This design comes from an exercise in tuning for small area and a short achievable clock period on the open sky130 flow, not from production work. The RTL was checked by simulation tests, not by an equivalence proof against the original design.

<file path="design/flow/design.v">
package crc_reg_pkg;
  typedef logic [1:0] reg_addr_t;
  typedef enum logic [1:0]
  {
    ORDER_NONE          = 2'd0,    
    ORDER_BITS_IN_BYTES = 2'd1,    
    ORDER_ALL_BITS      = 2'd2,    
    ORDER_BYTES         = 2'd3     
  } transpose_t;
endpackage
package crc_data_pkg;
  typedef logic [32-1:0] crc_word_t;
  typedef logic [32-1:0] crc_state_t;
  typedef logic crc_width_t;
endpackage
module crc_sel4
(
  input  logic [3:0]  s,
  input  logic [3:0]  d,
  output logic        y
);
  assign y = (s[0] & d[0]) | (s[1] & d[1]) | (s[2] & d[2]) | (s[3] & d[3]);
endmodule
module crc_bit_order
(
  input  crc_data_pkg::crc_word_t  word_in,
  input  crc_reg_pkg::transpose_t  order,
  output crc_data_pkg::crc_word_t  word_out
);
  logic [3:0] sel;
  assign sel[0] = (order == crc_reg_pkg::ORDER_NONE);
  assign sel[1] = (order == crc_reg_pkg::ORDER_BITS_IN_BYTES);
  assign sel[2] = (order == crc_reg_pkg::ORDER_ALL_BITS);
  assign sel[3] = (order == crc_reg_pkg::ORDER_BYTES);
  for (genvar b = 0; b < 4; b++)
  begin : g_byte
    for (genvar i = 0; i < 8; i++)
    begin : g_bit
      crc_sel4 u_sel
      (
        .s (sel),
        .d ({word_in[8*(3 - b) + i],         
             word_in[31 - (8*b + i)],        
             word_in[8*b + 7 - i],           
             word_in[8*b + i]}),             
        .y (word_out[8*b + i])
      );
    end
  end
endmodule
module crc_regs
(
  input  logic                      m,
  input  logic                      reset,
  input  logic                      wr,
  input  logic                      rd,
  input  crc_reg_pkg::reg_addr_t    addr,
  input  crc_data_pkg::crc_word_t   wdata,
  input  crc_data_pkg::crc_word_t   read_word,     
  output crc_data_pkg::crc_word_t   rdata,
  output logic                      rdata_valid,
  output crc_data_pkg::crc_word_t   gpoly_q,       
  output crc_data_pkg::crc_word_t   gpoly_next,    
  output crc_reg_pkg::transpose_t   ctrl_tot,
  output crc_reg_pkg::transpose_t   ctrl_totr,
  output logic                      ctrl_fxor,
  output logic                      ctrl_was,
  output crc_data_pkg::crc_width_t  ctrl_tcrc,
  output logic                      data_load,
  output logic                      seed_load
);
  localparam crc_data_pkg::crc_word_t GPOLY_RESET = 32'h0000_1021;
  logic                     data_wr;        
  crc_data_pkg::crc_word_t  ctrl_word;      
  crc_data_pkg::crc_word_t  read_mux;
  crc_data_pkg::crc_word_t  held;           
  crc_data_pkg::crc_word_t  unswapped;      
  logic                     width_flip;     
  assign data_wr   = wr && (addr == 2'd0);
  assign data_load = data_wr && !ctrl_was;
  assign seed_load = data_wr && ctrl_was;
  assign width_flip = (addr == 2'd2) && (wdata[24] != ctrl_tcrc);
  always_comb
  begin
    gpoly_next = gpoly_q;
    if (reset)
      gpoly_next = {GPOLY_RESET[15:0], GPOLY_RESET[31:16]};    
    else if (wr)
    begin
      if (addr == 2'd1)
        gpoly_next = ctrl_tcrc ? wdata : {wdata[15:0], wdata[31:16]};
      if (width_flip)
        gpoly_next = {gpoly_q[15:0], gpoly_q[31:16]};
    end
  end
  always_ff @(posedge m)
    gpoly_q <= gpoly_next;
  always_ff @(posedge m)
  begin
    if (reset)
    begin
      ctrl_tot  <= crc_reg_pkg::ORDER_NONE;
      ctrl_totr <= crc_reg_pkg::ORDER_NONE;
      ctrl_fxor <= 1'b0;
      ctrl_was  <= 1'b0;
      ctrl_tcrc <= 1'b0;
    end
    else if (wr)
    begin
      if (addr == 2'd2)
      begin
        ctrl_tot  <= crc_reg_pkg::transpose_t'(wdata[31:30]);
        ctrl_totr <= crc_reg_pkg::transpose_t'(wdata[29:28]);
        ctrl_fxor <= wdata[26];
        ctrl_was  <= wdata[25];
        ctrl_tcrc <= wdata[24];    
      end
    end
  end
  assign held      = (addr == 2'd1) ? gpoly_q : read_word;
  assign unswapped = ctrl_tcrc ? held : {held[15:0], held[31:16]};
  always_comb
  begin
    ctrl_word                                = '0;
    ctrl_word[31:30]     = ctrl_tot;
    ctrl_word[29:28]   = ctrl_totr;
    ctrl_word[26]                 = ctrl_fxor;
    ctrl_word[25]                  = ctrl_was;
    ctrl_word[24]                 = ctrl_tcrc;
  end
  always_comb
  begin
    case (addr)
      2'd0:  read_mux = unswapped;
      2'd1: read_mux = unswapped;
      2'd2:  read_mux = ctrl_word;
      default:         read_mux = '0;        
    endcase
  end
  always_ff @(posedge m)
  begin
    if (reset)
    begin
      rdata       <= '0;
      rdata_valid <= 1'b0;
    end
    else
    begin
      rdata_valid <= rd;
      if (rd)
        rdata <= read_mux;                    
    end
  end
endmodule
module crc_ax
(
  input  logic  a,
  input  logic  c,
  input  logic  g,
  output logic  y
);
  assign y = a ^ (c & g);
endmodule
module crc_pp
(
  input  logic  c0,
  input  logic  g0,
  input  logic  c1,
  input  logic  g1,
  output logic  y
);
  assign y = (c0 & g0) ^ (c1 & g1);
endmodule
module crc_x2
(
  input  logic  a,
  input  logic  b,
  output logic  y
);
  assign y = a ^ b;
endmodule
module crc_gx_top
#(
  parameter int N = 8
)
(
  input  logic [N-1:0] poly,       
  output logic [N-1:0] d           
);
  always_comb
  begin
    logic [N-1:0] w;
    w = poly;
    for (int i = 0; i < N; i++)
    begin
      d[i] = w[N-1];
      w = {w[N-2:0], 1'b0} ^ (w[N-1] ? poly : '0);
    end
  end
endmodule
module crc_gx_pre
(
  input  logic [31:0]       p,
  input  logic [6:0]        d,
  output logic [7*32-1:32]   gx
);
  logic n1;
  logic n2;
  logic n3;
  logic n4;
  logic n5;
  logic n6;
  logic n7;
  logic n8;
  logic n9;
  logic n10;
  logic n11;
  logic n12;
  logic n13;
  logic n14;
  logic n15;
  logic n16;
  logic n17;
  logic n18;
  logic n19;
  logic n20;
  logic n21;
  logic n22;
  logic n23;
  logic n24;
  logic n25;
  logic n26;
  logic n27;
  logic n28;
  logic n29;
  logic n30;
  logic n31;
  logic n32;
  logic n33;
  logic n34;
  logic n35;
  logic n36;
  logic n37;
  logic n38;
  logic n39;
  logic n40;
  logic n41;
  logic n42;
  logic n43;
  logic n44;
  logic n45;
  logic n46;
  logic n47;
  logic n48;
  logic n49;
  logic n50;
  logic n51;
  logic n52;
  logic n53;
  logic n54;
  logic n55;
  logic n56;
  logic n57;
  logic n58;
  logic n59;
  logic n60;
  logic n61;
  logic n62;
  logic n63;
  logic n64;
  logic n65;
  logic n66;
  logic n67;
  logic n68;
  logic n69;
  logic n70;
  logic n71;
  logic n72;
  logic n73;
  logic n74;
  logic n75;
  logic n76;
  logic n77;
  logic n78;
  logic n79;
  logic n80;
  logic n81;
  logic n82;
  logic n83;
  logic n84;
  logic n85;
  logic n86;
  logic n87;
  logic n88;
  logic n89;
  logic n90;
  logic n91;
  logic n92;
  logic n93;
  logic n94;
  logic n95;
  logic n96;
  logic n97;
  logic n98;
  logic n99;
  logic n100;
  logic n101;
  logic n102;
  logic n103;
  logic n104;
  logic n105;
  logic n106;
  logic n107;
  logic n108;
  logic n109;
  logic n110;
  logic n111;
  logic n112;
  logic n113;
  logic n114;
  logic n115;
  logic n116;
  logic n117;
  logic n118;
  logic n119;
  logic n120;
  logic n121;
  logic n122;
  logic n123;
  logic n124;
  logic n125;
  logic n126;
  logic n127;
  logic n128;
  logic n129;
  logic n130;
  logic n131;
  logic n132;
  logic n133;
  logic n134;
  logic n135;
  logic n136;
  logic n137;
  logic n138;
  logic n139;
  logic n140;
  logic n141;
  logic n142;
  logic n143;
  logic n144;
  logic n145;
  logic n146;
  logic n147;
  logic n148;
  logic n149;
  logic n150;
  logic n151;
  logic n152;
  logic n153;
  logic n154;
  logic n155;
  logic n156;
  logic n157;
  logic n158;
  logic n159;
  logic n160;
  logic n161;
  logic n162;
  logic n163;
  logic n164;
  logic n165;
  logic n166;
  logic n167;
  logic n168;
  logic n169;
  logic n170;
  logic n171;
  logic n172;
  logic n173;
  logic n174;
  logic n175;
  logic n176;
  logic n177;
  logic n178;
  logic n179;
  logic n180;
  logic n181;
  logic n182;
  logic n183;
  logic n184;
  logic n185;
  logic n186;
  logic n187;
  logic n188;
  logic n189;
  logic n190;
  logic n191;
  logic n192;
  logic n193;
  logic n194;
  logic n195;
  logic n196;
  logic n197;
  logic n198;
  logic n199;
  logic n200;
  logic n201;
  logic n202;
  logic n203;
  logic n204;
  logic n205;
  logic n206;
  logic n207;
  logic n208;
  logic n209;
  logic n210;
  logic n211;
  logic n212;
  logic n213;
  logic n214;
  logic n215;
  logic n216;
  logic n217;
  logic n218;
  logic n219;
  logic n220;
  logic n221;
  logic n222;
  logic n223;
  logic n224;
  logic n225;
  logic n226;
  logic n227;
  logic n228;
  logic n229;
  logic n230;
  logic n231;
  logic n232;
  logic n233;
  logic n234;
  logic n235;
  logic n236;
  logic n237;
  logic n238;
  logic n239;
  logic n240;
  logic n241;
  logic n242;
  logic n243;
  logic n244;
  logic n245;
  logic n246;
  logic n247;
  logic n248;
  logic n249;
  logic n250;
  logic n251;
  logic n252;
  logic n253;
  logic n254;
  logic n255;
  logic n256;
  logic n257;
  logic n258;
  logic n259;
  logic n260;
  logic n261;
  logic n262;
  logic n263;
  logic n264;
  logic n265;
  logic n266;
  crc_pp u_n1 (.c0(d[4]), .g0(p[0]), .c1(d[5]), .g1(p[1]), .y(n1));
  crc_pp u_n2 (.c0(d[3]), .g0(p[0]), .c1(d[4]), .g1(p[1]), .y(n2));
  crc_ax u_n3 (.a(n2), .c(d[5]), .g(p[2]), .y(n3));
  crc_pp u_n4 (.c0(d[2]), .g0(p[0]), .c1(d[3]), .g1(p[1]), .y(n4));
  crc_pp u_n5 (.c0(d[3]), .g0(p[1]), .c1(d[4]), .g1(p[2]), .y(n5));
  crc_ax u_n6 (.a(n5), .c(d[2]), .g(p[0]), .y(n6));
  crc_ax u_n7 (.a(n5), .c(d[5]), .g(p[3]), .y(n7));
  crc_ax u_n8 (.a(n7), .c(d[2]), .g(p[0]), .y(n8));
  crc_pp u_n9 (.c0(d[1]), .g0(p[0]), .c1(d[2]), .g1(p[1]), .y(n9));
  crc_ax u_n10 (.a(n9), .c(d[3]), .g(p[2]), .y(n10));
  crc_pp u_n11 (.c0(d[3]), .g0(p[2]), .c1(d[4]), .g1(p[3]), .y(n11));
  crc_x2 u_n12 (.a(n9), .b(n11), .y(n12));
  crc_ax u_n13 (.a(n11), .c(d[5]), .g(p[4]), .y(n13));
  crc_x2 u_n14 (.a(n9), .b(n13), .y(n14));
  crc_pp u_n15 (.c0(d[0]), .g0(p[0]), .c1(d[1]), .g1(p[1]), .y(n15));
  crc_pp u_n16 (.c0(d[1]), .g0(p[1]), .c1(d[2]), .g1(p[2]), .y(n16));
  crc_ax u_n17 (.a(n16), .c(d[0]), .g(p[0]), .y(n17));
  crc_ax u_n18 (.a(n17), .c(d[3]), .g(p[3]), .y(n18));
  crc_pp u_n19 (.c0(d[3]), .g0(p[3]), .c1(d[4]), .g1(p[4]), .y(n19));
  crc_x2 u_n20 (.a(n17), .b(n19), .y(n20));
  crc_ax u_n21 (.a(n19), .c(d[5]), .g(p[5]), .y(n21));
  crc_x2 u_n22 (.a(n17), .b(n21), .y(n22));
  crc_ax u_n23 (.a(p[0]), .c(d[0]), .g(p[1]), .y(n23));
  crc_ax u_n24 (.a(n23), .c(d[1]), .g(p[2]), .y(n24));
  crc_pp u_n25 (.c0(d[1]), .g0(p[2]), .c1(d[2]), .g1(p[3]), .y(n25));
  crc_x2 u_n26 (.a(n23), .b(n25), .y(n26));
  crc_ax u_n27 (.a(n26), .c(d[3]), .g(p[4]), .y(n27));
  crc_pp u_n28 (.c0(d[3]), .g0(p[4]), .c1(d[4]), .g1(p[5]), .y(n28));
  crc_x2 u_n29 (.a(n26), .b(n28), .y(n29));
  crc_ax u_n30 (.a(n28), .c(d[5]), .g(p[6]), .y(n30));
  crc_x2 u_n31 (.a(n26), .b(n30), .y(n31));
  crc_ax u_n32 (.a(p[1]), .c(d[0]), .g(p[2]), .y(n32));
  crc_ax u_n33 (.a(n32), .c(d[1]), .g(p[3]), .y(n33));
  crc_pp u_n34 (.c0(d[1]), .g0(p[3]), .c1(d[2]), .g1(p[4]), .y(n34));
  crc_x2 u_n35 (.a(n32), .b(n34), .y(n35));
  crc_ax u_n36 (.a(n35), .c(d[3]), .g(p[5]), .y(n36));
  crc_pp u_n37 (.c0(d[3]), .g0(p[5]), .c1(d[4]), .g1(p[6]), .y(n37));
  crc_x2 u_n38 (.a(n35), .b(n37), .y(n38));
  crc_ax u_n39 (.a(n37), .c(d[5]), .g(p[7]), .y(n39));
  crc_x2 u_n40 (.a(n35), .b(n39), .y(n40));
  crc_ax u_n41 (.a(p[2]), .c(d[0]), .g(p[3]), .y(n41));
  crc_ax u_n42 (.a(n41), .c(d[1]), .g(p[4]), .y(n42));
  crc_pp u_n43 (.c0(d[1]), .g0(p[4]), .c1(d[2]), .g1(p[5]), .y(n43));
  crc_x2 u_n44 (.a(n41), .b(n43), .y(n44));
  crc_ax u_n45 (.a(n44), .c(d[3]), .g(p[6]), .y(n45));
  crc_pp u_n46 (.c0(d[3]), .g0(p[6]), .c1(d[4]), .g1(p[7]), .y(n46));
  crc_x2 u_n47 (.a(n44), .b(n46), .y(n47));
  crc_ax u_n48 (.a(n46), .c(d[5]), .g(p[8]), .y(n48));
  crc_x2 u_n49 (.a(n44), .b(n48), .y(n49));
  crc_ax u_n50 (.a(p[3]), .c(d[0]), .g(p[4]), .y(n50));
  crc_ax u_n51 (.a(n50), .c(d[1]), .g(p[5]), .y(n51));
  crc_pp u_n52 (.c0(d[1]), .g0(p[5]), .c1(d[2]), .g1(p[6]), .y(n52));
  crc_x2 u_n53 (.a(n50), .b(n52), .y(n53));
  crc_ax u_n54 (.a(n53), .c(d[3]), .g(p[7]), .y(n54));
  crc_pp u_n55 (.c0(d[3]), .g0(p[7]), .c1(d[4]), .g1(p[8]), .y(n55));
  crc_x2 u_n56 (.a(n53), .b(n55), .y(n56));
  crc_ax u_n57 (.a(n55), .c(d[5]), .g(p[9]), .y(n57));
  crc_x2 u_n58 (.a(n53), .b(n57), .y(n58));
  crc_ax u_n59 (.a(p[4]), .c(d[0]), .g(p[5]), .y(n59));
  crc_ax u_n60 (.a(n59), .c(d[1]), .g(p[6]), .y(n60));
  crc_pp u_n61 (.c0(d[1]), .g0(p[6]), .c1(d[2]), .g1(p[7]), .y(n61));
  crc_x2 u_n62 (.a(n59), .b(n61), .y(n62));
  crc_ax u_n63 (.a(n62), .c(d[3]), .g(p[8]), .y(n63));
  crc_pp u_n64 (.c0(d[3]), .g0(p[8]), .c1(d[4]), .g1(p[9]), .y(n64));
  crc_x2 u_n65 (.a(n62), .b(n64), .y(n65));
  crc_ax u_n66 (.a(n64), .c(d[5]), .g(p[10]), .y(n66));
  crc_x2 u_n67 (.a(n62), .b(n66), .y(n67));
  crc_ax u_n68 (.a(p[5]), .c(d[0]), .g(p[6]), .y(n68));
  crc_ax u_n69 (.a(n68), .c(d[1]), .g(p[7]), .y(n69));
  crc_pp u_n70 (.c0(d[1]), .g0(p[7]), .c1(d[2]), .g1(p[8]), .y(n70));
  crc_x2 u_n71 (.a(n68), .b(n70), .y(n71));
  crc_ax u_n72 (.a(n71), .c(d[3]), .g(p[9]), .y(n72));
  crc_pp u_n73 (.c0(d[3]), .g0(p[9]), .c1(d[4]), .g1(p[10]), .y(n73));
  crc_x2 u_n74 (.a(n71), .b(n73), .y(n74));
  crc_ax u_n75 (.a(n73), .c(d[5]), .g(p[11]), .y(n75));
  crc_x2 u_n76 (.a(n71), .b(n75), .y(n76));
  crc_ax u_n77 (.a(p[6]), .c(d[0]), .g(p[7]), .y(n77));
  crc_ax u_n78 (.a(n77), .c(d[1]), .g(p[8]), .y(n78));
  crc_pp u_n79 (.c0(d[1]), .g0(p[8]), .c1(d[2]), .g1(p[9]), .y(n79));
  crc_x2 u_n80 (.a(n77), .b(n79), .y(n80));
  crc_ax u_n81 (.a(n80), .c(d[3]), .g(p[10]), .y(n81));
  crc_pp u_n82 (.c0(d[3]), .g0(p[10]), .c1(d[4]), .g1(p[11]), .y(n82));
  crc_x2 u_n83 (.a(n80), .b(n82), .y(n83));
  crc_ax u_n84 (.a(n82), .c(d[5]), .g(p[12]), .y(n84));
  crc_x2 u_n85 (.a(n80), .b(n84), .y(n85));
  crc_ax u_n86 (.a(p[7]), .c(d[0]), .g(p[8]), .y(n86));
  crc_ax u_n87 (.a(n86), .c(d[1]), .g(p[9]), .y(n87));
  crc_pp u_n88 (.c0(d[1]), .g0(p[9]), .c1(d[2]), .g1(p[10]), .y(n88));
  crc_x2 u_n89 (.a(n86), .b(n88), .y(n89));
  crc_ax u_n90 (.a(n89), .c(d[3]), .g(p[11]), .y(n90));
  crc_pp u_n91 (.c0(d[3]), .g0(p[11]), .c1(d[4]), .g1(p[12]), .y(n91));
  crc_x2 u_n92 (.a(n89), .b(n91), .y(n92));
  crc_ax u_n93 (.a(n91), .c(d[5]), .g(p[13]), .y(n93));
  crc_x2 u_n94 (.a(n89), .b(n93), .y(n94));
  crc_ax u_n95 (.a(p[8]), .c(d[0]), .g(p[9]), .y(n95));
  crc_ax u_n96 (.a(n95), .c(d[1]), .g(p[10]), .y(n96));
  crc_pp u_n97 (.c0(d[1]), .g0(p[10]), .c1(d[2]), .g1(p[11]), .y(n97));
  crc_x2 u_n98 (.a(n95), .b(n97), .y(n98));
  crc_ax u_n99 (.a(n98), .c(d[3]), .g(p[12]), .y(n99));
  crc_pp u_n100 (.c0(d[3]), .g0(p[12]), .c1(d[4]), .g1(p[13]), .y(n100));
  crc_x2 u_n101 (.a(n98), .b(n100), .y(n101));
  crc_ax u_n102 (.a(n100), .c(d[5]), .g(p[14]), .y(n102));
  crc_x2 u_n103 (.a(n98), .b(n102), .y(n103));
  crc_ax u_n104 (.a(p[9]), .c(d[0]), .g(p[10]), .y(n104));
  crc_ax u_n105 (.a(n104), .c(d[1]), .g(p[11]), .y(n105));
  crc_pp u_n106 (.c0(d[1]), .g0(p[11]), .c1(d[2]), .g1(p[12]), .y(n106));
  crc_x2 u_n107 (.a(n104), .b(n106), .y(n107));
  crc_ax u_n108 (.a(n107), .c(d[3]), .g(p[13]), .y(n108));
  crc_pp u_n109 (.c0(d[3]), .g0(p[13]), .c1(d[4]), .g1(p[14]), .y(n109));
  crc_x2 u_n110 (.a(n107), .b(n109), .y(n110));
  crc_ax u_n111 (.a(n109), .c(d[5]), .g(p[15]), .y(n111));
  crc_x2 u_n112 (.a(n107), .b(n111), .y(n112));
  crc_ax u_n113 (.a(p[10]), .c(d[0]), .g(p[11]), .y(n113));
  crc_ax u_n114 (.a(n113), .c(d[1]), .g(p[12]), .y(n114));
  crc_pp u_n115 (.c0(d[1]), .g0(p[12]), .c1(d[2]), .g1(p[13]), .y(n115));
  crc_x2 u_n116 (.a(n113), .b(n115), .y(n116));
  crc_ax u_n117 (.a(n116), .c(d[3]), .g(p[14]), .y(n117));
  crc_pp u_n118 (.c0(d[3]), .g0(p[14]), .c1(d[4]), .g1(p[15]), .y(n118));
  crc_x2 u_n119 (.a(n116), .b(n118), .y(n119));
  crc_ax u_n120 (.a(n118), .c(d[5]), .g(p[16]), .y(n120));
  crc_x2 u_n121 (.a(n116), .b(n120), .y(n121));
  crc_ax u_n122 (.a(p[11]), .c(d[0]), .g(p[12]), .y(n122));
  crc_ax u_n123 (.a(n122), .c(d[1]), .g(p[13]), .y(n123));
  crc_pp u_n124 (.c0(d[1]), .g0(p[13]), .c1(d[2]), .g1(p[14]), .y(n124));
  crc_x2 u_n125 (.a(n122), .b(n124), .y(n125));
  crc_ax u_n126 (.a(n125), .c(d[3]), .g(p[15]), .y(n126));
  crc_pp u_n127 (.c0(d[3]), .g0(p[15]), .c1(d[4]), .g1(p[16]), .y(n127));
  crc_x2 u_n128 (.a(n125), .b(n127), .y(n128));
  crc_ax u_n129 (.a(n127), .c(d[5]), .g(p[17]), .y(n129));
  crc_x2 u_n130 (.a(n125), .b(n129), .y(n130));
  crc_ax u_n131 (.a(p[12]), .c(d[0]), .g(p[13]), .y(n131));
  crc_ax u_n132 (.a(n131), .c(d[1]), .g(p[14]), .y(n132));
  crc_pp u_n133 (.c0(d[1]), .g0(p[14]), .c1(d[2]), .g1(p[15]), .y(n133));
  crc_x2 u_n134 (.a(n131), .b(n133), .y(n134));
  crc_ax u_n135 (.a(n134), .c(d[3]), .g(p[16]), .y(n135));
  crc_pp u_n136 (.c0(d[3]), .g0(p[16]), .c1(d[4]), .g1(p[17]), .y(n136));
  crc_x2 u_n137 (.a(n134), .b(n136), .y(n137));
  crc_ax u_n138 (.a(n136), .c(d[5]), .g(p[18]), .y(n138));
  crc_x2 u_n139 (.a(n134), .b(n138), .y(n139));
  crc_ax u_n140 (.a(p[13]), .c(d[0]), .g(p[14]), .y(n140));
  crc_ax u_n141 (.a(n140), .c(d[1]), .g(p[15]), .y(n141));
  crc_pp u_n142 (.c0(d[1]), .g0(p[15]), .c1(d[2]), .g1(p[16]), .y(n142));
  crc_x2 u_n143 (.a(n140), .b(n142), .y(n143));
  crc_ax u_n144 (.a(n143), .c(d[3]), .g(p[17]), .y(n144));
  crc_pp u_n145 (.c0(d[3]), .g0(p[17]), .c1(d[4]), .g1(p[18]), .y(n145));
  crc_x2 u_n146 (.a(n143), .b(n145), .y(n146));
  crc_ax u_n147 (.a(n145), .c(d[5]), .g(p[19]), .y(n147));
  crc_x2 u_n148 (.a(n143), .b(n147), .y(n148));
  crc_ax u_n149 (.a(p[14]), .c(d[0]), .g(p[15]), .y(n149));
  crc_ax u_n150 (.a(n149), .c(d[1]), .g(p[16]), .y(n150));
  crc_pp u_n151 (.c0(d[1]), .g0(p[16]), .c1(d[2]), .g1(p[17]), .y(n151));
  crc_x2 u_n152 (.a(n149), .b(n151), .y(n152));
  crc_ax u_n153 (.a(n152), .c(d[3]), .g(p[18]), .y(n153));
  crc_pp u_n154 (.c0(d[3]), .g0(p[18]), .c1(d[4]), .g1(p[19]), .y(n154));
  crc_x2 u_n155 (.a(n152), .b(n154), .y(n155));
  crc_ax u_n156 (.a(n154), .c(d[5]), .g(p[20]), .y(n156));
  crc_x2 u_n157 (.a(n152), .b(n156), .y(n157));
  crc_ax u_n158 (.a(p[15]), .c(d[0]), .g(p[16]), .y(n158));
  crc_ax u_n159 (.a(n158), .c(d[1]), .g(p[17]), .y(n159));
  crc_pp u_n160 (.c0(d[1]), .g0(p[17]), .c1(d[2]), .g1(p[18]), .y(n160));
  crc_x2 u_n161 (.a(n158), .b(n160), .y(n161));
  crc_ax u_n162 (.a(n161), .c(d[3]), .g(p[19]), .y(n162));
  crc_pp u_n163 (.c0(d[3]), .g0(p[19]), .c1(d[4]), .g1(p[20]), .y(n163));
  crc_x2 u_n164 (.a(n161), .b(n163), .y(n164));
  crc_ax u_n165 (.a(n163), .c(d[5]), .g(p[21]), .y(n165));
  crc_x2 u_n166 (.a(n161), .b(n165), .y(n166));
  crc_ax u_n167 (.a(p[16]), .c(d[0]), .g(p[17]), .y(n167));
  crc_ax u_n168 (.a(n167), .c(d[1]), .g(p[18]), .y(n168));
  crc_pp u_n169 (.c0(d[1]), .g0(p[18]), .c1(d[2]), .g1(p[19]), .y(n169));
  crc_x2 u_n170 (.a(n167), .b(n169), .y(n170));
  crc_ax u_n171 (.a(n170), .c(d[3]), .g(p[20]), .y(n171));
  crc_pp u_n172 (.c0(d[3]), .g0(p[20]), .c1(d[4]), .g1(p[21]), .y(n172));
  crc_x2 u_n173 (.a(n170), .b(n172), .y(n173));
  crc_ax u_n174 (.a(n172), .c(d[5]), .g(p[22]), .y(n174));
  crc_x2 u_n175 (.a(n170), .b(n174), .y(n175));
  crc_ax u_n176 (.a(p[17]), .c(d[0]), .g(p[18]), .y(n176));
  crc_ax u_n177 (.a(n176), .c(d[1]), .g(p[19]), .y(n177));
  crc_pp u_n178 (.c0(d[1]), .g0(p[19]), .c1(d[2]), .g1(p[20]), .y(n178));
  crc_x2 u_n179 (.a(n176), .b(n178), .y(n179));
  crc_ax u_n180 (.a(n179), .c(d[3]), .g(p[21]), .y(n180));
  crc_pp u_n181 (.c0(d[3]), .g0(p[21]), .c1(d[4]), .g1(p[22]), .y(n181));
  crc_x2 u_n182 (.a(n179), .b(n181), .y(n182));
  crc_ax u_n183 (.a(n181), .c(d[5]), .g(p[23]), .y(n183));
  crc_x2 u_n184 (.a(n179), .b(n183), .y(n184));
  crc_ax u_n185 (.a(p[18]), .c(d[0]), .g(p[19]), .y(n185));
  crc_ax u_n186 (.a(n185), .c(d[1]), .g(p[20]), .y(n186));
  crc_pp u_n187 (.c0(d[1]), .g0(p[20]), .c1(d[2]), .g1(p[21]), .y(n187));
  crc_x2 u_n188 (.a(n185), .b(n187), .y(n188));
  crc_ax u_n189 (.a(n188), .c(d[3]), .g(p[22]), .y(n189));
  crc_pp u_n190 (.c0(d[3]), .g0(p[22]), .c1(d[4]), .g1(p[23]), .y(n190));
  crc_x2 u_n191 (.a(n188), .b(n190), .y(n191));
  crc_ax u_n192 (.a(n190), .c(d[5]), .g(p[24]), .y(n192));
  crc_x2 u_n193 (.a(n188), .b(n192), .y(n193));
  crc_ax u_n194 (.a(p[19]), .c(d[0]), .g(p[20]), .y(n194));
  crc_ax u_n195 (.a(n194), .c(d[1]), .g(p[21]), .y(n195));
  crc_pp u_n196 (.c0(d[1]), .g0(p[21]), .c1(d[2]), .g1(p[22]), .y(n196));
  crc_x2 u_n197 (.a(n194), .b(n196), .y(n197));
  crc_ax u_n198 (.a(n197), .c(d[3]), .g(p[23]), .y(n198));
  crc_pp u_n199 (.c0(d[3]), .g0(p[23]), .c1(d[4]), .g1(p[24]), .y(n199));
  crc_x2 u_n200 (.a(n197), .b(n199), .y(n200));
  crc_ax u_n201 (.a(n199), .c(d[5]), .g(p[25]), .y(n201));
  crc_x2 u_n202 (.a(n197), .b(n201), .y(n202));
  crc_ax u_n203 (.a(p[20]), .c(d[0]), .g(p[21]), .y(n203));
  crc_ax u_n204 (.a(n203), .c(d[1]), .g(p[22]), .y(n204));
  crc_pp u_n205 (.c0(d[1]), .g0(p[22]), .c1(d[2]), .g1(p[23]), .y(n205));
  crc_x2 u_n206 (.a(n203), .b(n205), .y(n206));
  crc_ax u_n207 (.a(n206), .c(d[3]), .g(p[24]), .y(n207));
  crc_pp u_n208 (.c0(d[3]), .g0(p[24]), .c1(d[4]), .g1(p[25]), .y(n208));
  crc_x2 u_n209 (.a(n206), .b(n208), .y(n209));
  crc_ax u_n210 (.a(n208), .c(d[5]), .g(p[26]), .y(n210));
  crc_x2 u_n211 (.a(n206), .b(n210), .y(n211));
  crc_ax u_n212 (.a(p[21]), .c(d[0]), .g(p[22]), .y(n212));
  crc_ax u_n213 (.a(n212), .c(d[1]), .g(p[23]), .y(n213));
  crc_pp u_n214 (.c0(d[1]), .g0(p[23]), .c1(d[2]), .g1(p[24]), .y(n214));
  crc_x2 u_n215 (.a(n212), .b(n214), .y(n215));
  crc_ax u_n216 (.a(n215), .c(d[3]), .g(p[25]), .y(n216));
  crc_pp u_n217 (.c0(d[3]), .g0(p[25]), .c1(d[4]), .g1(p[26]), .y(n217));
  crc_x2 u_n218 (.a(n215), .b(n217), .y(n218));
  crc_ax u_n219 (.a(n217), .c(d[5]), .g(p[27]), .y(n219));
  crc_x2 u_n220 (.a(n215), .b(n219), .y(n220));
  crc_ax u_n221 (.a(p[22]), .c(d[0]), .g(p[23]), .y(n221));
  crc_ax u_n222 (.a(n221), .c(d[1]), .g(p[24]), .y(n222));
  crc_pp u_n223 (.c0(d[1]), .g0(p[24]), .c1(d[2]), .g1(p[25]), .y(n223));
  crc_x2 u_n224 (.a(n221), .b(n223), .y(n224));
  crc_ax u_n225 (.a(n224), .c(d[3]), .g(p[26]), .y(n225));
  crc_pp u_n226 (.c0(d[3]), .g0(p[26]), .c1(d[4]), .g1(p[27]), .y(n226));
  crc_x2 u_n227 (.a(n224), .b(n226), .y(n227));
  crc_ax u_n228 (.a(n226), .c(d[5]), .g(p[28]), .y(n228));
  crc_x2 u_n229 (.a(n224), .b(n228), .y(n229));
  crc_ax u_n230 (.a(p[23]), .c(d[0]), .g(p[24]), .y(n230));
  crc_ax u_n231 (.a(n230), .c(d[1]), .g(p[25]), .y(n231));
  crc_pp u_n232 (.c0(d[1]), .g0(p[25]), .c1(d[2]), .g1(p[26]), .y(n232));
  crc_x2 u_n233 (.a(n230), .b(n232), .y(n233));
  crc_ax u_n234 (.a(n233), .c(d[3]), .g(p[27]), .y(n234));
  crc_pp u_n235 (.c0(d[3]), .g0(p[27]), .c1(d[4]), .g1(p[28]), .y(n235));
  crc_x2 u_n236 (.a(n233), .b(n235), .y(n236));
  crc_ax u_n237 (.a(n235), .c(d[5]), .g(p[29]), .y(n237));
  crc_x2 u_n238 (.a(n233), .b(n237), .y(n238));
  crc_ax u_n239 (.a(p[24]), .c(d[0]), .g(p[25]), .y(n239));
  crc_ax u_n240 (.a(n239), .c(d[1]), .g(p[26]), .y(n240));
  crc_pp u_n241 (.c0(d[1]), .g0(p[26]), .c1(d[2]), .g1(p[27]), .y(n241));
  crc_x2 u_n242 (.a(n239), .b(n241), .y(n242));
  crc_ax u_n243 (.a(n242), .c(d[3]), .g(p[28]), .y(n243));
  crc_pp u_n244 (.c0(d[3]), .g0(p[28]), .c1(d[4]), .g1(p[29]), .y(n244));
  crc_x2 u_n245 (.a(n242), .b(n244), .y(n245));
  crc_ax u_n246 (.a(n244), .c(d[5]), .g(p[30]), .y(n246));
  crc_x2 u_n247 (.a(n242), .b(n246), .y(n247));
  crc_ax u_n248 (.a(p[25]), .c(d[0]), .g(p[26]), .y(n248));
  crc_ax u_n249 (.a(n248), .c(d[1]), .g(p[27]), .y(n249));
  crc_pp u_n250 (.c0(d[1]), .g0(p[27]), .c1(d[2]), .g1(p[28]), .y(n250));
  crc_x2 u_n251 (.a(n248), .b(n250), .y(n251));
  crc_ax u_n252 (.a(n251), .c(d[3]), .g(p[29]), .y(n252));
  crc_pp u_n253 (.c0(d[3]), .g0(p[29]), .c1(d[4]), .g1(p[30]), .y(n253));
  crc_x2 u_n254 (.a(n251), .b(n253), .y(n254));
  crc_ax u_n255 (.a(p[26]), .c(d[0]), .g(p[27]), .y(n255));
  crc_ax u_n256 (.a(n255), .c(d[1]), .g(p[28]), .y(n256));
  crc_pp u_n257 (.c0(d[1]), .g0(p[28]), .c1(d[2]), .g1(p[29]), .y(n257));
  crc_x2 u_n258 (.a(n255), .b(n257), .y(n258));
  crc_ax u_n259 (.a(n258), .c(d[3]), .g(p[30]), .y(n259));
  crc_ax u_n260 (.a(p[27]), .c(d[0]), .g(p[28]), .y(n260));
  crc_ax u_n261 (.a(n260), .c(d[1]), .g(p[29]), .y(n261));
  crc_pp u_n262 (.c0(d[1]), .g0(p[29]), .c1(d[2]), .g1(p[30]), .y(n262));
  crc_x2 u_n263 (.a(n260), .b(n262), .y(n263));
  crc_ax u_n264 (.a(p[28]), .c(d[0]), .g(p[29]), .y(n264));
  crc_ax u_n265 (.a(n264), .c(d[1]), .g(p[30]), .y(n265));
  crc_ax u_n266 (.a(p[29]), .c(d[0]), .g(p[30]), .y(n266));
  assign gx[192] = (d[5] & p[0]);
  assign gx[160] = (d[4] & p[0]);
  assign gx[193] = n1;
  assign gx[128] = (d[3] & p[0]);
  assign gx[161] = n2;
  assign gx[194] = n3;
  assign gx[96] = (d[2] & p[0]);
  assign gx[129] = n4;
  assign gx[162] = n6;
  assign gx[195] = n8;
  assign gx[64] = (d[1] & p[0]);
  assign gx[97] = n9;
  assign gx[130] = n10;
  assign gx[163] = n12;
  assign gx[196] = n14;
  assign gx[32] = (d[0] & p[0]);
  assign gx[65] = n15;
  assign gx[98] = n17;
  assign gx[131] = n18;
  assign gx[164] = n20;
  assign gx[197] = n22;
  assign gx[33] = n23;
  assign gx[66] = n24;
  assign gx[99] = n26;
  assign gx[132] = n27;
  assign gx[165] = n29;
  assign gx[198] = n31;
  assign gx[34] = n32;
  assign gx[67] = n33;
  assign gx[100] = n35;
  assign gx[133] = n36;
  assign gx[166] = n38;
  assign gx[199] = n40;
  assign gx[35] = n41;
  assign gx[68] = n42;
  assign gx[101] = n44;
  assign gx[134] = n45;
  assign gx[167] = n47;
  assign gx[200] = n49;
  assign gx[36] = n50;
  assign gx[69] = n51;
  assign gx[102] = n53;
  assign gx[135] = n54;
  assign gx[168] = n56;
  assign gx[201] = n58;
  assign gx[37] = n59;
  assign gx[70] = n60;
  assign gx[103] = n62;
  assign gx[136] = n63;
  assign gx[169] = n65;
  assign gx[202] = n67;
  assign gx[38] = n68;
  assign gx[71] = n69;
  assign gx[104] = n71;
  assign gx[137] = n72;
  assign gx[170] = n74;
  assign gx[203] = n76;
  assign gx[39] = n77;
  assign gx[72] = n78;
  assign gx[105] = n80;
  assign gx[138] = n81;
  assign gx[171] = n83;
  assign gx[204] = n85;
  assign gx[40] = n86;
  assign gx[73] = n87;
  assign gx[106] = n89;
  assign gx[139] = n90;
  assign gx[172] = n92;
  assign gx[205] = n94;
  assign gx[41] = n95;
  assign gx[74] = n96;
  assign gx[107] = n98;
  assign gx[140] = n99;
  assign gx[173] = n101;
  assign gx[206] = n103;
  assign gx[42] = n104;
  assign gx[75] = n105;
  assign gx[108] = n107;
  assign gx[141] = n108;
  assign gx[174] = n110;
  assign gx[207] = n112;
  assign gx[43] = n113;
  assign gx[76] = n114;
  assign gx[109] = n116;
  assign gx[142] = n117;
  assign gx[175] = n119;
  assign gx[208] = n121;
  assign gx[44] = n122;
  assign gx[77] = n123;
  assign gx[110] = n125;
  assign gx[143] = n126;
  assign gx[176] = n128;
  assign gx[209] = n130;
  assign gx[45] = n131;
  assign gx[78] = n132;
  assign gx[111] = n134;
  assign gx[144] = n135;
  assign gx[177] = n137;
  assign gx[210] = n139;
  assign gx[46] = n140;
  assign gx[79] = n141;
  assign gx[112] = n143;
  assign gx[145] = n144;
  assign gx[178] = n146;
  assign gx[211] = n148;
  assign gx[47] = n149;
  assign gx[80] = n150;
  assign gx[113] = n152;
  assign gx[146] = n153;
  assign gx[179] = n155;
  assign gx[212] = n157;
  assign gx[48] = n158;
  assign gx[81] = n159;
  assign gx[114] = n161;
  assign gx[147] = n162;
  assign gx[180] = n164;
  assign gx[213] = n166;
  assign gx[49] = n167;
  assign gx[82] = n168;
  assign gx[115] = n170;
  assign gx[148] = n171;
  assign gx[181] = n173;
  assign gx[214] = n175;
  assign gx[50] = n176;
  assign gx[83] = n177;
  assign gx[116] = n179;
  assign gx[149] = n180;
  assign gx[182] = n182;
  assign gx[215] = n184;
  assign gx[51] = n185;
  assign gx[84] = n186;
  assign gx[117] = n188;
  assign gx[150] = n189;
  assign gx[183] = n191;
  assign gx[216] = n193;
  assign gx[52] = n194;
  assign gx[85] = n195;
  assign gx[118] = n197;
  assign gx[151] = n198;
  assign gx[184] = n200;
  assign gx[217] = n202;
  assign gx[53] = n203;
  assign gx[86] = n204;
  assign gx[119] = n206;
  assign gx[152] = n207;
  assign gx[185] = n209;
  assign gx[218] = n211;
  assign gx[54] = n212;
  assign gx[87] = n213;
  assign gx[120] = n215;
  assign gx[153] = n216;
  assign gx[186] = n218;
  assign gx[219] = n220;
  assign gx[55] = n221;
  assign gx[88] = n222;
  assign gx[121] = n224;
  assign gx[154] = n225;
  assign gx[187] = n227;
  assign gx[220] = n229;
  assign gx[56] = n230;
  assign gx[89] = n231;
  assign gx[122] = n233;
  assign gx[155] = n234;
  assign gx[188] = n236;
  assign gx[221] = n238;
  assign gx[57] = n239;
  assign gx[90] = n240;
  assign gx[123] = n242;
  assign gx[156] = n243;
  assign gx[189] = n245;
  assign gx[222] = n247;
  assign gx[58] = n248;
  assign gx[91] = n249;
  assign gx[124] = n251;
  assign gx[157] = n252;
  assign gx[190] = n254;
  assign gx[59] = n255;
  assign gx[92] = n256;
  assign gx[125] = n258;
  assign gx[158] = n259;
  assign gx[60] = n260;
  assign gx[93] = n261;
  assign gx[126] = n263;
  assign gx[61] = n264;
  assign gx[94] = n265;
  assign gx[62] = n266;
  assign gx[63] = d[1];
  assign gx[95] = d[2];
  assign gx[127] = d[3];
  assign gx[159] = d[4];
  assign gx[191] = d[5];
  assign gx[223] = d[6];
endmodule
module crc_stage
#(
  parameter int           R    = 1,
  parameter logic [31:0]  INJ  = 32'h0,
  parameter logic [31:0]  POST = 32'h0
)
(
  input  logic [31:0]     acc_in,
  input  logic [R*32-1:0] gx,
  input  logic [31:0]     inj,
  output logic [31:0]     acc_out
);
  localparam int NP = R / 2;                   
  localparam int NL = NP + ((R % 2) ? 1 : 0);  
  logic [R-1:0] c;
  for (genvar i = 0; i < R; i++)
  begin : g_c
    assign c[i] = acc_in[31 - i];    
  end
  for (genvar j = 0; j < 32; j++)
  begin : g_bit
    localparam bit PRE    = INJ[j] && !POST[j];
    localparam bit HAS_SH = (j >= R) || PRE;
    localparam int NLEAF  = NL + ((HAS_SH && !(R % 2)) ? 1 : 0);
    logic              sh;           
    logic [NLEAF-1:0]  leaf;
    logic              sum;
    if (j < R)
    begin : g_nosh
      if (PRE)
        assign sh = inj[j];
      else
        assign sh = 1'b0;
    end
    else
    begin : g_sh
      if (PRE)
        crc_x2 u_inj (.a(acc_in[j-R]), .b(inj[j]), .y(sh));
      else
        assign sh = acc_in[j-R];
    end
    for (genvar k = 0; k < NP; k++)
    begin : g_pp
      crc_pp u_pp (.c0(c[2*k]),   .g0(gx[(R - 1 - 2*k) * 32 + j]),
                   .c1(c[2*k+1]), .g1(gx[(R - 2 - 2*k) * 32 + j]),
                   .y(leaf[k]));
    end
    if (R % 2)
    begin : g_odd
      if (HAS_SH)
        crc_ax u_ax (.a(sh), .c(c[R-1]), .g(gx[j]), .y(leaf[NP]));
      else
        assign leaf[NP] = c[R-1] & gx[j];
    end
    else if (HAS_SH)
    begin : g_even
      assign leaf[NP] = sh;
    end
    crc_xtree #(.N(NLEAF)) u_tree (.x(leaf), .y(sum));
    if (POST[j])
      crc_x2 u_post (.a(sum), .b(inj[j]), .y(acc_out[j]));
    else
      assign acc_out[j] = sum;
  end
endmodule
module crc_xtree
#(
  parameter int N = 1
)
(
  input  logic [N-1:0] x,
  output logic         y
);
  if (N == 1)
  begin : g_one
    assign y = x[0];
  end
  else if (N == 2)
  begin : g_two
    crc_x2 u_x (.a(x[0]), .b(x[1]), .y(y));
  end
  else
  begin : g_split
    localparam int H = (N > 16) ? 16 : (N > 8) ? 8 : (N > 4) ? 4 : (N > 2) ? 2 : 1;
    logic ylo, yhi;
    crc_xtree #(.N(H))     u_lo (.x(x[H-1:0]), .y(ylo));
    crc_xtree #(.N(N - H)) u_hi (.x(x[N-1:H]), .y(yhi));
    crc_x2 u_x (.a(ylo), .b(yhi), .y(y));
  end
endmodule
module crc_engine
(
  input  logic                      m,
  input  logic                      reset,
  input  crc_data_pkg::crc_word_t   order_word,    
  input  crc_data_pkg::crc_word_t   gpoly,         
  input  logic [31:25]               gpoly_top_next,   
  input  crc_data_pkg::crc_width_t  width,
  input  logic                      data_load,
  input  logic                      seed_load,
  input  logic                      width_flip,    
  output crc_data_pkg::crc_state_t  rem            
);
  logic [7*32-1:0]           gx;        
  logic [6:0]               d;         
  logic [31:0]               acc [7];   
  logic [15:0]               late;      
  logic [31:0]               inj2;
  logic [31:0]               inj3;
  logic [31:0]               inj4;
  logic [31:0]               inj_last;
  crc_data_pkg::crc_state_t  fold;
  crc_data_pkg::crc_state_t  seed;
  assign gx[31:0] = {gpoly[31:16], gpoly[15:0] & {16{width}}};
  logic [6:0]               d_next;
  logic [6:1]               d_q;
  crc_gx_top #(.N(7)) u_top
  (
    .poly (gpoly_top_next),
    .d    (d_next)
  );
  always_ff @(posedge m)
    d_q <= d_next[6:1];
  assign d = {d_q, gx[31]};
  crc_gx_pre u_pre
  (
    .p  (gx[31:0]),
    .d  (d),
    .gx (gx[7*32-1:32])
  );
  assign acc[0]   = {rem[31:16], rem[15:0] & {16{width}}};
  assign late     = width ? 16'h0000 : order_word[31:16];
  assign inj_last = width ? order_word : {order_word[15:0], 16'h0000};
  always_comb
  begin
    inj2 = 32'h0;
    inj2[26] = late[15];
    inj2[25] = late[14];
  end
  always_comb
  begin
    inj3 = 32'h0;
    inj3[31] = late[13];
    inj3[30] = late[12];
    inj3[29] = late[11];
    inj3[28] = late[10];
    inj3[27] = late[9];
    inj3[26] = late[8];
    inj3[25] = late[7];
  end
  always_comb
  begin
    inj4 = 32'h0;
    inj4[31] = late[6];
    inj4[30] = late[5];
    inj4[29] = late[4];
    inj4[28] = late[3];
    inj4[27] = late[2];
    inj4[26] = late[1];
    inj4[25] = late[0];
  end
  crc_stage #(.R(1), .INJ(32'h00000000), .POST(32'h00000000)) u_st0
    (.acc_in(acc[0]), .gx(gx[0 +: 32]), .inj(32'h0), .acc_out(acc[1]));
  crc_stage #(.R(3), .INJ(32'h00000000), .POST(32'h00000000)) u_st1
    (.acc_in(acc[1]), .gx(gx[0 +: 96]), .inj(32'h0), .acc_out(acc[2]));
  crc_stage #(.R(7), .INJ(32'h06000000), .POST(32'h06000000)) u_st2
    (.acc_in(acc[2]), .gx(gx[0 +: 224]), .inj(inj2), .acc_out(acc[3]));
  crc_stage #(.R(7), .INJ(32'hFE000000), .POST(32'h00000000)) u_st3
    (.acc_in(acc[3]), .gx(gx[0 +: 224]), .inj(inj3), .acc_out(acc[4]));
  crc_stage #(.R(7), .INJ(32'hFE000000), .POST(32'h00000000)) u_st4
    (.acc_in(acc[4]), .gx(gx[0 +: 224]), .inj(inj4), .acc_out(acc[5]));
  crc_stage #(.R(7), .INJ(32'hFFFFFFFF), .POST(32'h00000000)) u_st5
    (.acc_in(acc[5]), .gx(gx[0 +: 224]), .inj(inj_last), .acc_out(acc[6]));
  assign fold = {acc[6][31:16], acc[6][15:0] & {16{width}}};
  assign seed = inj_last;
  always_ff @(posedge m)
  begin
    if (reset)
      rem <= 32'hFFFF_FFFF;
    else if (seed_load)
      rem <= seed;
    else if (data_load)
      rem <= fold;
    else if (width_flip)
      rem <= {rem[15:0], rem[31:16]};
  end
endmodule
module crc_readout
(
  input  crc_data_pkg::crc_state_t  rem,           
  input  crc_data_pkg::crc_width_t  width,
  input  logic                      fxor,
  input  crc_reg_pkg::transpose_t   order,
  output crc_data_pkg::crc_word_t   read_word
);
  crc_data_pkg::crc_word_t  inv_mask;    
  crc_data_pkg::crc_word_t  inv_word;
  assign inv_mask = width ? 32'hFFFF_FFFF : 32'hFFFF_0000;
  assign inv_word = fxor ? (rem ^ inv_mask) : rem;
  crc_bit_order u_read_order
  (
    .word_in  (inv_word),
    .order    (order),
    .word_out (read_word)
  );
endmodule
module crc_unit
(
  input  logic                     m,
  input  logic                     reset,
  input  logic                     wr,            
  input  logic                     rd,            
  input  crc_reg_pkg::reg_addr_t   addr,
  input  crc_data_pkg::crc_word_t  wdata,
  output crc_data_pkg::crc_word_t  rdata,
  output logic                     rdata_valid
);
  crc_data_pkg::crc_word_t   gpoly;
  crc_data_pkg::crc_word_t   gpoly_next;    
  crc_reg_pkg::transpose_t   ctrl_tot;
  crc_reg_pkg::transpose_t   ctrl_totr;
  logic                      ctrl_fxor;
  logic                      ctrl_was;
  crc_data_pkg::crc_width_t  ctrl_tcrc;
  logic                      data_load;
  logic                      seed_load;
  logic                      width_flip;    
  crc_data_pkg::crc_word_t   order_word;    
  crc_data_pkg::crc_state_t  rem;           
  crc_data_pkg::crc_word_t   read_word;     
  crc_regs u_regs
  (
    .m           (m),
    .reset       (reset),
    .wr          (wr),
    .rd          (rd),
    .addr        (addr),
    .wdata       (wdata),
    .read_word   (read_word),
    .rdata       (rdata),
    .rdata_valid (rdata_valid),
    .gpoly_q     (gpoly),
    .gpoly_next  (gpoly_next),
    .ctrl_tot    (ctrl_tot),
    .ctrl_totr   (ctrl_totr),
    .ctrl_fxor   (ctrl_fxor),
    .ctrl_was    (ctrl_was),
    .ctrl_tcrc   (ctrl_tcrc),
    .data_load   (data_load),
    .seed_load   (seed_load)
  );
  assign width_flip = wr && (addr == 2'd2) && (wdata[24] != ctrl_tcrc);
  crc_bit_order u_write_order
  (
    .word_in  (wdata),
    .order    (ctrl_tot),
    .word_out (order_word)
  );
  crc_engine u_engine
  (
    .m          (m),
    .reset      (reset),
    .order_word (order_word),
    .gpoly      (gpoly),
    .gpoly_top_next (gpoly_next[31:25]),
    .width      (ctrl_tcrc),
    .data_load  (data_load),
    .seed_load  (seed_load),
    .width_flip (width_flip),
    .rem        (rem)
  );
  crc_readout u_readout
  (
    .rem       (rem),
    .width     (ctrl_tcrc),
    .fxor      (ctrl_fxor),
    .order     (ctrl_totr),
    .read_word (read_word)
  );
endmodule
</file>
<file path="design/flow/flow/run.sh">
#!/bin/bash
# Standard layout, with timing repair aimed well below the clock period so
# that the achieved period shrinks; constraints are left as given.
set -o pipefail
cat standard.sh > standard_copy.log
cat config.mk > config_copy.log
export SETUP_SLACK_MARGIN=7
export TNS_END_PERCENT=20
# port buffers: the smallest plain buffer, resized later where timing needs it
export BUFFER_PORTS_ARGS="-buffer_cell sky130_fd_sc_hd__buf_1"
bash standard.sh synth > synth.log 2>&1 || exit 1
bash standard.sh > finish.log 2>&1 || exit 1
</file>
<file path="design/flow/standard.sh">
#!/bin/bash
# synth_recipe.tcl (not shown) runs the flow's synth.tcl, then flattens the netlist and writes it again
# the make line also repeats each setting of config.mk as NAME=value (left out here)
make -C /OpenROAD-flow-scripts/flow DESIGN_CONFIG=/design/flow/config.mk WORK_HOME=/design/flow/orfs CLKGATE_MAP_FILE= SYNTH_SCRIPT=/design/flow/synth_recipe.tcl "${@:-finish}"
</file>
<file path="design/flow/config.mk">
export PLATFORM = sky130hd
export DESIGN_NAME = crc_unit
export DESIGN_NICKNAME = crc_unit
export VERILOG_FILES = /design/flow/design.v
export SDC_FILE = /design/flow/constraint.sdc
export NUM_CORES = 4
export LEC_CHECK = 0
export CAP_MARGIN = 20
export CORE_MARGIN = 2
export CORE_UTILIZATION = 40
export PLACE_DENSITY = 0.6
export SLEW_MARGIN = 20
export SYNTH_HIERARCHICAL = 1
export SYNTH_MINIMUM_KEEP_SIZE = 0
</file>
<file path="design/flow/constraint.sdc">
create_clock -name core_clock -period 15.0 [get_ports {m}]
set_input_delay 3.0000 -clock core_clock [delete_from_list [all_inputs] [get_ports {m}]]
set_output_delay 3.0000 -clock core_clock [all_outputs]
set_load 0.01 [all_outputs]
</file>
==> results of run 1 <==
==> registers in the layout, summed over array words and instances (netlist names) <==
signal              cells
u_engine.rem           32
u_regs.gpoly_q         32
u_regs.rdata           32
u_engine.d_q            6
u_regs.ctrl_tot         2
u_regs.ctrl_totr        2
u_regs.ctrl_fxor        1
u_regs.ctrl_tcrc        1
u_regs.ctrl_was         1
u_regs.rdata_valid      1
==> per-layer routing <==
layer	track usage, %	share of wire, %
met5	0	0.036
met2	43.9	43
met3	6.18	11
met4	15.1	5.9
met1	38.4	41
==> stage by stage <==
stage / hold WS [ps] / setup WS [ps] / area (sq um) / instances
2_1_floorplan: 453 / 7540 / 28400 / 4072
3_3_place_gp: 444 / 5400 / 27500 / 4673
3_5_place_dp: 449 / 5410 / 27500 / 4673
4_1_cts: 461 / 7020 / 28100 / 4697
5_1_grt: 483 / 6970 / 28400 / 4701
6_report: 459 / 7140 / 28400 / 4701
==> tightest hold or removal path, stage by stage, from the launching register on <==
cell	delay (ps)
sky130_fd_sc_hd__dfxtp_1	320
sky130_fd_sc_hd__nand2_1	50
sky130_fd_sc_hd__a21oi_1	50
==> cell type report <==
type | instances | area, sq um
fillers | 7392 | 41700
multi-input cells | 3438 | 23400
flip-flops and latches | 110 | 2220
repair buffers | 188 | 1310
well taps | 940 | 1180
clock buffers | 9 | 225
clock inverters | 7 | 77.6
inverters | 8 | 30.0
diodes | 1 | 2.50
==> what timing repair did <==
action                     in CTS  in global routing
gates resized for setup        41                 61
buffers inserted                8                  2
setup endpoints to repair      32                 32
pin swaps                       4                  6
==> path summary, 6_finish.rpt <==
check	startpoint	end	cells past startpoint
max	wdata[30]	u_engine.rem[6]$_SDFFE_PP1P_	22
min	u_regs.ctrl_fxor$_SDFFE_PP0P_	u_regs.ctrl_fxor$_SDFFE_PP0P_	2
max reg2reg	u_regs.gpoly_q[31]$_DFF_P_	u_engine.rem[6]$_SDFFE_PP1P_	29
min reg2reg	u_regs.ctrl_fxor$_SDFFE_PP0P_	u_regs.ctrl_fxor$_SDFFE_PP0P_	2
==> metrics.log, run 1 <==
[metrics] CTS max path bufs: 2
[metrics] Top delay family on crit path: XOR/XNOR gates
[metrics] Synth warnings: 11
[metrics] register clock-pin slew on the reported worst setup and hold paths: 90 ps
[metrics] number of H-tree levels: 3
[metrics] nets: 3,796
[metrics] status: timing/DRC/antenna clean
[metrics] maximum clock frequency: 0.127 GHz
[metrics] core area: 0.0701 sq mm
[metrics] actual transition at the worst max-transition pin: 1120 ps
[metrics] min-delay worst type: reg -> reg
[metrics] total vias in the final route: 26,100
[metrics] number of buffers and inverters on the critical path: 4
[metrics] Slew Viols, Final: 0
[metrics] final clock skew: 10.8 ps
[metrics] remaining routing DRC violations: 0
[metrics] WP data arrival: 8180 ps
[metrics] share of layout cells above drive strength 1: 8.43%
[metrics] clock period minus worst slack: 7860 ps
[metrics] later-pin clock latency in the skew report: 390 ps
[metrics] hold buffer count at CTS: 0
[metrics] Worst setup EP type: register
[metrics] number of instances in the synthesized netlist: 4,072
[metrics] synthesized net count: 4,113
[metrics] slowest library cell on the worst path: sky130_fd_sc_hd__xor2_1
[metrics] via count of the first global-routing pass: 24,000
[metrics] synthesized area per cell: 6.97 sq um
[metrics] final period utilization: 52.4%
[metrics] max-capacitance violation count: 0
[metrics] Worst Setup Path Type: in -> reg
[metrics] number of cell rows: 97
[metrics] worst-case headroom to the max-slew limit: 25.1%
[metrics] routed vias/inst: 5.55
[metrics] final total negative setup slack: 0 ps
[metrics] count of pins on the block boundary: 71
[metrics] post-synthesis cell area: 0.0284 sq mm
[metrics] wire length after detailed routing: 110 mm
[metrics] Final GP Congestion: 1.04
[metrics] Wirelength per Cell: 23.3 microns
[metrics] Vert. Die Dim: 270 microns
[metrics] R2R Setup Slk: 7170 ps
[metrics] TritonCTS clock tree: done
[metrics] Initial Util: 40.5%
[metrics] DRT iter0 DRCs: 3,368
[metrics] pin count of the biggest net entering global routing: 66
[metrics] Core Util, Final: 40.5%
[metrics] most common cell after layout, fill and taps aside: sky130_fd_sc_hd__nand2_1
[metrics] final setup violation count: 0
[metrics] post-DP HPWL: 77.2 mm
[metrics] count of input and output buffers: 70
[metrics] Routed Antenna Nets: 0
[metrics] most frequent cells in the layout: sky130_fd_sc_hd__nand2_1, sky130_fd_sc_hd__xor2_1, sky130_fd_sc_hd__xnor2_1
[metrics] number of antenna violations at the first check in global routing: 4
[metrics] data required time at the worst endpoint: 15,320 ps
[metrics] number of endpoints with negative hold slack in the final report: 0
[metrics] clk sink count: 110
[metrics] cell chain of the critical path: buf_1, a22oi_1, nand2_1, nor2b_4, xor2_4, buf_8, nand2_1, xnor2_1, xor2_2, xor2_4, buf_8, nand2_1, xnor2_1, xor2_1, xor2_4, buf_6, nand2_1, xor2_1, xor2_1, xor2_1, a221oi_2, o31ai_1
[metrics] clock buffer count from CTS: 9
[metrics] Die Width: 270 microns
[metrics] RSZ-0062 raised after global routing: no
[metrics] slowest cell delay on critical path: 400 ps
[metrics] largest driver fanout on the critical path: 32
[metrics] Critical Path Source Type: primary input
[metrics] die area: 0.0731 sq mm
[metrics] overall routing resource usage: 29.0%
[metrics] global route overflow: 0
[metrics] TritonRoute pass-1 iters: 6
[metrics] P&R area growth vs syn: 0.0925%
[metrics] global-route wire length before repair: 162 mm
[metrics] Clock Root Buffer: sky130_fd_sc_hd__clkbuf_16
==> inputs of run 2 (changes only) <==
--- a/design/flow/flow/run.sh
+++ b/design/flow/flow/run.sh
@@ -5,6 +5,6 @@
 cat standard.sh > standard_copy.log
 cat config.mk > config_copy.log
-export SETUP_SLACK_MARGIN=7
-export TNS_END_PERCENT=20
+export SETUP_SLACK_MARGIN=7.5
+export TNS_END_PERCENT=100
 # port buffers: the smallest plain buffer, resized later where timing needs it
 export BUFFER_PORTS_ARGS="-buffer_cell sky130_fd_sc_hd__buf_1"
==> run 2 against run 1 <==
  * Setup slack improved by 430 ps
  * Clock skew increased by 0.91 ps
  * Flip-flop and latch count unchanged
  * Global-route usage increased by 0.13 points
  * Die area unchanged
  * Highest routed layer unchanged
  * Utilization increased by 0.93 points
==> metrics.log, run 2 <==
[metrics] status: timing/DRC/antenna clean (unchanged)
[metrics] TritonRoute pass-1 iters: 7 (was 6)
[metrics] largest registers in the final layout: u_engine.rem: 32 flops, u_regs.gpoly_q: 32 flops, u_regs.rdata: 32 flops (unchanged)
[metrics] core area: 0.0701 sq mm (unchanged)
[metrics] Slew Viols, Final: 0 (unchanged)
[metrics] slowest library cell on the worst path: sky130_fd_sc_hd__xor2_2 (was sky130_fd_sc_hd__xor2_1)
[metrics] Final Hold Slack: 459 ps (about the same)
[metrics] count of cells along the worst hold path: 2 (unchanged)
[metrics] register clock-pin slew on the reported worst setup and hold paths: 90 ps (about the same)
[metrics] total vias in the final route: 26,200 (was 26,100)
[metrics] endpoint of the worst-slack reg-to-reg timing path: u_engine.rem[15]$_SDFFE_PP1P_ (was u_engine.rem[6]$_SDFFE_PP1P_)
[metrics] final setup violation count: 0 (unchanged)
[metrics] Area after DPL: 0.0275 sq mm (unchanged)
[metrics] Antenna Diode Count: 0 (was 1)
[metrics] busiest layer in global routing: met2 (unchanged)
[metrics] wire length after detailed routing: 110 mm (about the same)
[metrics] DRT iter0 DRCs: 3,415 (was 3,368)
[metrics] count of placed standard cells including taps: 4,673 (unchanged)
[metrics] Fillers: 7,321 (was 7,392)
[metrics] global-route wire length before repair: 163 mm (was 162 mm)
[metrics] slowest cell delay on critical path: 320 ps (was 400 ps)
[metrics] RSZ-0062 raised after global routing: no (unchanged)
[metrics] later-pin clock latency in the skew report: 390 ps (about the same)
[metrics] most frequent cells in the layout: sky130_fd_sc_hd__nand2_1, sky130_fd_sc_hd__xor2_1, sky130_fd_sc_hd__xnor2_1 (unchanged)
[metrics] post-synthesis cell area: 0.0284 sq mm (unchanged)
[metrics] met3 GRT Util: 7.07% (was 6.18%)
[metrics] share of layout cells above drive strength 1: 10.0% (was 8.43%)
[metrics] Worst Setup Path Type: in -> reg (unchanged)
[metrics] maximum clock frequency: 0.135 GHz (was 0.127 GHz)
[metrics] Core Util, Final: 41.4% (was 40.5%)
[metrics] data required time at the worst endpoint: 15,290 ps (was 15,320 ps)
[metrics] global-route track usage on met2: 43.7% (was 43.9%)
[metrics] routed vias/inst: 5.57 (was 5.55)
[metrics] Clock Root Buffer: sky130_fd_sc_hd__clkbuf_16 (unchanged)
[metrics] post-layout instance count excluding filler cells: 4,707 (was 4,701)
[metrics] pin count of the biggest net entering global routing: 66 (unchanged)
[metrics] count of pins on the block boundary: 71 (unchanged)
[metrics] clk sink count: 110 (unchanged)
[metrics] number of cell rows: 97 (unchanged)
[metrics] actual transition at the worst max-transition pin: 1110 ps (was 1120 ps)
[metrics] Vert. Die Dim: 270 microns (unchanged)
[metrics] TritonCTS clock tree: done (unchanged)
[metrics] Final Instance Area: 0.0291 sq mm (was 0.0284 sq mm)
[metrics] Critical Path Source Type: primary input (unchanged)
[metrics] routing usage on met1: 38.3% (was 38.4%)
[metrics] Min-Delay Startpoint: u_regs.ctrl_fxor$_SDFFE_PP0P_ (unchanged)
[metrics] WP data arrival: 7720 ps (was 8180 ps)
[metrics] R2R Setup Slk: 7670 ps (was 7170 ps)
[metrics] global route overflow: 0 (unchanged)
[metrics] remaining routing DRC violations: 0 (unchanged)
[metrics] via count of the first global-routing pass: 24,200 (was 24,000)
[metrics] overall routing resource usage: 29.1% (was 29.0%)
[metrics] cell chain of the critical path: buf_1, buf_4, a22oi_1, nand2_1, nor2b_4, xor2_4, buf_6, nand2_1, xor2_2, xor2_2, xor2_4, buf_12, nand2_1, xor2_2, xor2_4, xor2_4, buf_8, nand2_1, xor2_1, xor2_1, xor2_1, a221oi_1, o31ai_1 (was buf_1, a22oi_1, nand2_1, nor2b_4, xor2_4, buf_8, nand2_1, xnor2_1, xor2_2, xor2_4, buf_8, nand2_1, xnor2_1, xor2_1, xor2_4, buf_6, nand2_1, xor2_1, xor2_1, xor2_1, a221oi_2, o31ai_1)
[metrics] largest driver fanout on the critical path: 32 (unchanged)
[metrics] Initial Util: 40.5% (unchanged)
[metrics] number of antenna violations at the first check in global routing: 5 (was 4)
[metrics] number of endpoints with negative hold slack in the final report: 0 (unchanged)
[metrics] Wirelength per Cell: 23.4 microns (was 23.3 microns)
[metrics] final period utilization: 49.5% (was 52.4%)
[metrics] count of input and output buffers: 70 (unchanged)
[metrics] Final GP Congestion: 1.04 (unchanged)
[metrics] most common cell after layout, fill and taps aside: sky130_fd_sc_hd__nand2_1 (unchanged)
[metrics] Worst setup EP type: register (unchanged)
[metrics] P&R area growth vs syn: 2.38% (was 0.0925%)
[metrics] critical register-to-register path startpoint: u_regs.gpoly_q[26]$_DFF_P_ (was u_regs.gpoly_q[31]$_DFF_P_)
[metrics] number of instances in the synthesized netlist: 4,072 (unchanged)
[metrics] CTS max path bufs: 2 (unchanged)
[metrics] instance count on the critical path: 23 (was 22)
[metrics] nets: 3,803 (was 3,796)
[metrics] Routed Antenna Nets: 0 (unchanged)
[metrics] worst-case headroom to the max-slew limit: 26.1% (was 25.1%)
[metrics] synthesized net count: 4,113 (unchanged)
[metrics] Top delay family on crit path: XOR/XNOR gates (unchanged)
[metrics] clock buffer count from CTS: 9 (unchanged)
[metrics] number of H-tree levels: 3 (unchanged)
[metrics] post-DP HPWL: 77.2 mm (unchanged)
[metrics] synthesized area per cell: 6.97 sq um (unchanged)
[metrics] max-capacitance violation count: 0 (unchanged)
[metrics] final clock skew: 11.8 ps (was 10.8 ps)
[metrics] die area: 0.0731 sq mm (unchanged)
[metrics] clock period minus worst slack: 7430 ps (was 7860 ps)
[metrics] final total negative setup slack: 0 ps (unchanged)
[metrics] Synth warnings: 11 (unchanged)
[metrics] reg2reg path depth: 29 (unchanged)
[metrics] Die Width: 270 microns (unchanged)
[metrics] number of buffers and inverters on the critical path: 5 (was 4)
[metrics] min-delay worst type: reg -> reg (unchanged)
[metrics] WHS Endpoint: u_regs.ctrl_fxor$_SDFFE_PP0P_ (unchanged)
run 2: stage by stage:
step,worst slack (ps)
final,7570
after global routing,7420
after CTS,7500
after detailed placement,5410
after global placement,5400
after floorplan,7540
run 2: what timing repair did:
action / CTS / global route
pin swaps: 13 / 31
setup endpoints to repair: 32 / 32
hold buffers: 0 / 0
gates resized for setup: 103 / 98
buffers inserted: 9 / 9
run 2: area by class of cell:
type / count / area [sq um] / area share (%)
clock buffer: 9 / 225 / 0.775
clock inverter: 7 / 77.6 / 0.267
tap: 940 / 1180 / 4.05
multi-input combinational: 3438 / 23800 / 81.8
inverter: 8 / 30.0 / 0.103
sequential: 110 / 2220 / 7.64
timing repair buffer: 195 / 1550 / 5.33
run 2: worst register-to-register path: cells and delay by family (launching register included):
family / cells / cell delay, ps
flops: 1 / 310
buf+inv: 5 / 1290
compound gates: 2 / 400
xor+xnor: 16 / 4280
simple gates: 6 / 970
run 2: worst max path at each step:
stage / end / start
final: u_engine.rem[15]$_SDFFE_PP1P_ / wdata[24]
after global routing: u_engine.rem[29]$_SDFFE_PP1P_ / u_engine.rem[31]$_SDFFE_PP1P_
after CTS: u_engine.rem[11]$_SDFFE_PP1P_ / wdata[30]
after detailed placement: u_engine.rem[15]$_SDFFE_PP1P_ / u_regs.gpoly_q[31]$_DFF_P_
after global placement: u_engine.rem[29]$_SDFFE_PP1P_ / u_regs.gpoly_q[31]$_DFF_P_
after floorplan: u_engine.rem[3]$_SDFFE_PP1P_ / wdata[0]
run 2: metal layers:
metal	part of all wire, %	vias to the layer above
li1	-	11900
met1	41	12400
met2	43	1523
met3	11	359
met4	6.0	10
met5	0.068	-

[what the ideal ports hide]
No port has a modelled driver above. Below, the same layouts with a new extraction and two added sets of constraints.
Step 1 sets driving cells, clkbuf_16 on the clock port and buf_2 on the other inputs (assumed; they add their load-dependent delay and slew).
Step 2 moves the port delays by t, midway between the first and last clock arrival at a register: inputs arrive t later, outputs are due t later. That takes back most of the time a late clock gives input paths.
a / b / c = no drivers / after step 1 / after step 2; a / b = the first two.
run | t, ns | setup WS [ns] | hold slack, ns | clock arrival spread, ns | worst slew at a driven data input, ns
run 1 | 0.443 | 7.140 / 7.168 / 6.725 | 0.459 / 0.459 / 0.459 | 0.011 / 0.011 | 0.06
run 2 | 0.440 | 7.571 / 7.594 / 7.154 | 0.459 / 0.459 / 0.459 | 0.012 / 0.012 | 0.07
After both steps setup and hold are still met in every run listed. For run 2, which loses most, drivers alone change the setup slack by +0.023 ns; drivers and shift together by -0.417 ns.
